This is an optimization exercise on Yosys and OpenROAD, whose aim is small area, a short achievable clock period and few clock cycles per item, not a production implementation. In this exercise RTL edits were held to simulation tests only and were not proved equivalent to the original.

==> v6: inputs <==
// multi_waveform_oscillator_mixer_core
module multi_waveform_oscillator_mixer_core (
   input  logic        clock,
   input  logic        reset,
   input  logic        req_tvalid,
   output logic        req_tready,
   input  logic [31:0] req_tdata,
   input  logic        req_tlast,
   output logic        rsp_tvalid,
   input  logic        rsp_tready,
   output logic [31:0] rsp_tdata,
   output logic        rsp_tlast,
   input  logic        csr_we,
   input  logic [2:0]  csr_index,
   input  logic [31:0] csr_wdata
);
clock: 10.0 ns
lec_check: 0
cap_margin: 20
core_margin: 2
core_utilization: 40
setup_slack_margin: 4.7
slew_margin: 20
synth_memory_max_bits: 32768
run.sh (not shown) runs the stock make flow with config.mk's settings and CLKGATE_MAP_FILE= SYNTH_SCRIPT=/design/flow/synth_recipe.tcl, a recipe that flattens the netlist after the stock synthesis.
==> v9 (differences from v6) <==
==> flow/flow/run.sh (new file) <==
#!/bin/bash
set -euo pipefail
bash standard.sh SETUP_SLACK_MARGIN=5.5 finish > make_finish.log 2>&1
==> flow/standard.sh (new file) <==
#!/bin/bash
# synth_recipe.tcl (not shown) runs the flow's synth.tcl, then flattens the netlist and writes it again
# the make line also repeats each setting of config.mk as NAME=value (left out here)
make -C /OpenROAD-flow-scripts/flow DESIGN_CONFIG=/design/flow/config.mk WORK_HOME=/design/flow/orfs CLKGATE_MAP_FILE= SYNTH_SCRIPT=/design/flow/synth_recipe.tcl "${@:-finish}"
--- a/flow/config.mk
+++ b/flow/config.mk
@@ -4,10 +4,10 @@
 export VERILOG_FILES = /design/flow/design.v
 export SDC_FILE = /design/flow/constraint.sdc
 export NUM_CORES = 4
 export LEC_CHECK = 0
 export CAP_MARGIN = 20
 export CORE_MARGIN = 2
 export CORE_UTILIZATION = 40
-export SETUP_SLACK_MARGIN = 4.7
+export SETUP_SLACK_MARGIN = 5
 export SLEW_MARGIN = 20
 export SYNTH_MEMORY_MAX_BITS = 32768
removed: flow/run.sh
==> v7 (differences from v6) <==
--- a/flow/design.v
+++ b/flow/design.v
@@ -1319,28 +1319,28 @@
          if (vmc1_ff) begin
             vm_ff <= 23'(vol_ff);
          end else if (vmc2_ff) begin
             vm_ff <= prod_lo[22:0];
          end
       end
    end
-   logic        restart;
+   logic        oadv;
    logic        take;
    logic        o0_v, o1_v, o2_v, o3_v, o4_v, out_v;
    assign req_tready = o4_v && (!out_v || rsp_tready);
    assign take       = req_tvalid && req_tready;
-   assign restart    = csr_we || (o4_v && !take);
+   assign oadv       = !o4_v || take;
    always_ff @(posedge clock) begin
-      if (reset || restart) begin
+      if (reset || csr_we) begin
          o0_v <= 1'b0;
          o1_v <= 1'b0;
          o2_v <= 1'b0;
          o3_v <= 1'b0;
          o4_v <= 1'b0;
-      end else begin
+      end else if (oadv) begin
          o0_v <= 1'b1;
          o1_v <= o0_v;
          o2_v <= o1_v;
          o3_v <= o2_v;
          o4_v <= o3_v;
       end
    end
@@ -1361,17 +1361,17 @@
       end else if (take) begin
          fphase_ff <= fphase_ff + step_ff;
       end
    end
    always_ff @(posedge clock) begin
       if (reset) begin
          phase_ff <= '0;
-      end else if (restart) begin
+      end else if (csr_we) begin
          phase_ff <= fphase_ff;
-      end else begin
+      end else if (oadv) begin
          phase_ff <= phase_ff + step_ff;
       end
    end
    logic [14:0] mir;
    logic [10:0] idx;
    assign mir = phase_ff[30] ? 15'd16384 - {1'b0, phase_ff[29:16]}
                              : {1'b0, phase_ff[29:16]};
@@ -1409,16 +1409,18 @@
          default: sel0 = '0;
       endcase
    end
    assign neg0 = phase_ff[31] && !fold_ff && (wave_ff != 3'd3);
    logic        v0_neg;
    logic [28:0] v0_sel;
    always_ff @(posedge clock) begin
-      v0_neg <= neg0;
-      v0_sel <= sel0;
+      if (oadv) begin
+         v0_neg <= neg0;
+         v0_sel <= sel0;
+      end
    end
    logic [14:0] para;
    logic [14:0] w1;
    mwo_para u_para (
       .s (v0_sel),
       .w (para)
    );
@@ -1440,15 +1442,15 @@
    logic        v1_neg;
    logic        v1_kc;
    always_ff @(posedge clock) begin
       if (vmc1_ff) begin
          v1_x   <= 16'(mix_ff);
          v1_neg <= 1'b0;
          v1_kc  <= 1'b0;
-      end else begin
+      end else if (oadv) begin
          v1_x   <= {v0_neg, w1 ^ {15{v0_neg}}};
          v1_neg <= v0_neg;
          v1_kc  <= 1'b1;
       end
    end
    logic [7:0]  b_one;
    logic [7:0]  b_two;
@@ -1470,39 +1472,45 @@
       .pl  (prod_lo)
    );
    logic [31:0] v2_pl;
    logic [3:0]  v2_one;
    logic [3:0]  v2_two;
    logic [3:0]  v2_ng;
    always_ff @(posedge clock) begin
-      v2_pl  <= prod_lo;
-      v2_one <= b_one[7:4];
-      v2_two <= b_two[7:4];
-      v2_ng  <= b_ng[7:4];
+      if (oadv) begin
+         v2_pl  <= prod_lo;
+         v2_one <= b_one[7:4];
+         v2_two <= b_two[7:4];
+         v2_ng  <= b_ng[7:4];
+      end
    end
    mwo_mul_hi u_mul_hi (
       .onh (v2_one),
       .twh (v2_two),
       .ngh (v2_ng),
       .vm  (vm_ff),
       .pl  (v2_pl),
       .p   (prod)
    );
    logic [21:0] v2_t;
    always_ff @(posedge clock) begin
-      v2_t <= prod[38:17];
+      if (oadv) begin
+         v2_t <= prod[38:17];
+      end
    end
    logic [17:0] osc;
    mwo_div u_div (
       .t   (v2_t),
       .osc (osc)
    );
    logic [17:0] v3_osc;
    always_ff @(posedge clock) begin
-      v3_osc <= osc;
+      if (oadv) begin
+         v3_osc <= osc;
+      end
    end
    logic signed [17:0] sum_l;
    logic signed [17:0] sum_r;
    logic [15:0] sat_l;
    logic [15:0] sat_r;
    assign sum_l = $signed({{2{req_tdata[15]}}, req_tdata[15:0]}) + $signed(v3_osc);
    assign sum_r = $signed({{2{req_tdata[31]}}, req_tdata[31:16]}) + $signed(v3_osc);
==> flow/config.mk (replaced) <==
export PLATFORM = sky130hd
export DESIGN_NAME = multi_waveform_oscillator_mixer_core
export DESIGN_NICKNAME = multi_waveform_oscillator_mixer_core
export VERILOG_FILES = /design/flow/design.v
export SDC_FILE = /design/flow/constraint.sdc
export NUM_CORES = 4
export LEC_CHECK = 0
export CAP_MARGIN = 20
export CORE_MARGIN = 2
export CORE_UTILIZATION = 60
export PLACE_DENSITY = 0.72
export SETUP_SLACK_MARGIN = 5
export SLEW_MARGIN = 20
export SYNTH_MEMORY_MAX_BITS = 32768
==> out/metrics.cfg <==
[outcome]
outcome = no timing/DRC/antenna violations

[grt]
grtUsageTotal_pct = 34.33

[synthesis]
synth_cells = 5025
synth_top_area_share_pct = 15.55

[sta]
max_freq_ghz = 0.1876

[cts]
clkLatencyLatePin_ps = 580

[critical_path]
ff2ff_setup_slack_ps = 4670

[worst_hold_path]
min_from = vol_ff[14]$_SDFFE_PP0P_

[detailed_routing]
routed.top_layer = met4

[final_layout]
num-multi-input-gates = 3802

[floorplan]
die_x_um = 268.1

-- figures above: v7

==> out/metrics.cfg <==
[outcome]
outcome = no timing/DRC/antenna violations

[floorplan]
die_x_um = 320.8

[worst_hold_path]
min_from = fphase_ff[5]$_SDFFE_PP0P_

[sta]
max_freq_ghz = 0.1932

[synthesis]
synthSimpleGateAreaFrac_pct = 13.44
synth_cells = 4946
syn_area_um2 = 40140
synth_top_area_share_pct = 16.21
synth.area.top_cells = fa_1 (16%), dfxtp_1 (14%), ha_1 (14%), xnor2_1 (6.7%), inv_1 (5.7%)

[grt]
grtUsageTotal_pct = 22.69

[final_layout]
num-multi-input-gates = 3723

[critical_path]
ff2ff_setup_slack_ps = 4820

[detailed_routing]
routed.top_layer = met5

-- figures above: v6

==> out/metrics.cfg <==
[detailed_routing]
vias = 36443

[grt]
grtUsageMet2_pct = 39.28
grtUsageTotal_pct = 23.99

[cts]
cts_buffers = 38
clkLatencyLatePin_ps = 570
cts-resized-gates = 388

[outcome]
outcome = no timing/DRC/antenna violations

[final_layout]
num-multi-input-gates = 3726

[synthesis]
synth_top_area_share_pct = 16.21

[floorplan]
die_x_um = 320.8

[critical_path]
ff2ff_setup_slack_ps = 5030
cp_cell_sequence = inv_6, fa_1, inv_1, fa_1, inv_2, fa_1, fa_1, inv_2, ha_4, a21oi_4, a31o_4, a41oi_4, a21oi_4, o21bai_4, o311a_1, mux2_4, a211oi_4, xor2_1, nor2_1

-- figures above: v9

Testbench counts of v6, summed over its fixed seeds: cycles 2,400, items 2,048.
Testbench counts of v9, summed over its fixed seeds: cycles 2,400, items 2,048.
Testbench counts of v7, summed over its fixed seeds: cycles 2,400, items 2,048.

-- separate check: timing with driven ports --
The flow's constraints put no driver on any port. The routed layouts listed below were extracted and timed again, unchanged, in two steps.
Step 1: set_driving_cell puts a clkbuf_16 on clock and a buf_2 on each other input, an assumption about the parent block.
Step 2 moves the port delays by t, midway between the first and last clock arrival at a register: inputs arrive t later, outputs are due t later. That takes back most of the time a late clock gives input paths.
Slacks: ideal / step 1 / step 2; pairs: ideal / step 1.
| run | shift t [ns] | setup slack, ns | latest minus earliest clock arrival (ns) | worst register clock-pin slew, ns | worst data-port slew with drivers (ns) |
|---|---|---|---|---|---|
| v6 | 0.630 | 4.824 / 4.824 / 4.257 | 0.048 / 0.048 | 0.07 / 0.07 | 0.15 |
| v9 | 0.616 | 5.033 / 5.033 / 4.890 | 0.022 / 0.022 | 0.07 / 0.07 | 0.17 |
| v7 | 0.631 | 4.670 / 4.670 / 4.403 | 0.046 / 0.046 | 0.07 / 0.07 | 0.07 |
After both steps every run listed still meets setup and hold. The setup slack of v6, which loses most, moves by 0.000 ns with the drivers and by -0.567 ns with both steps.
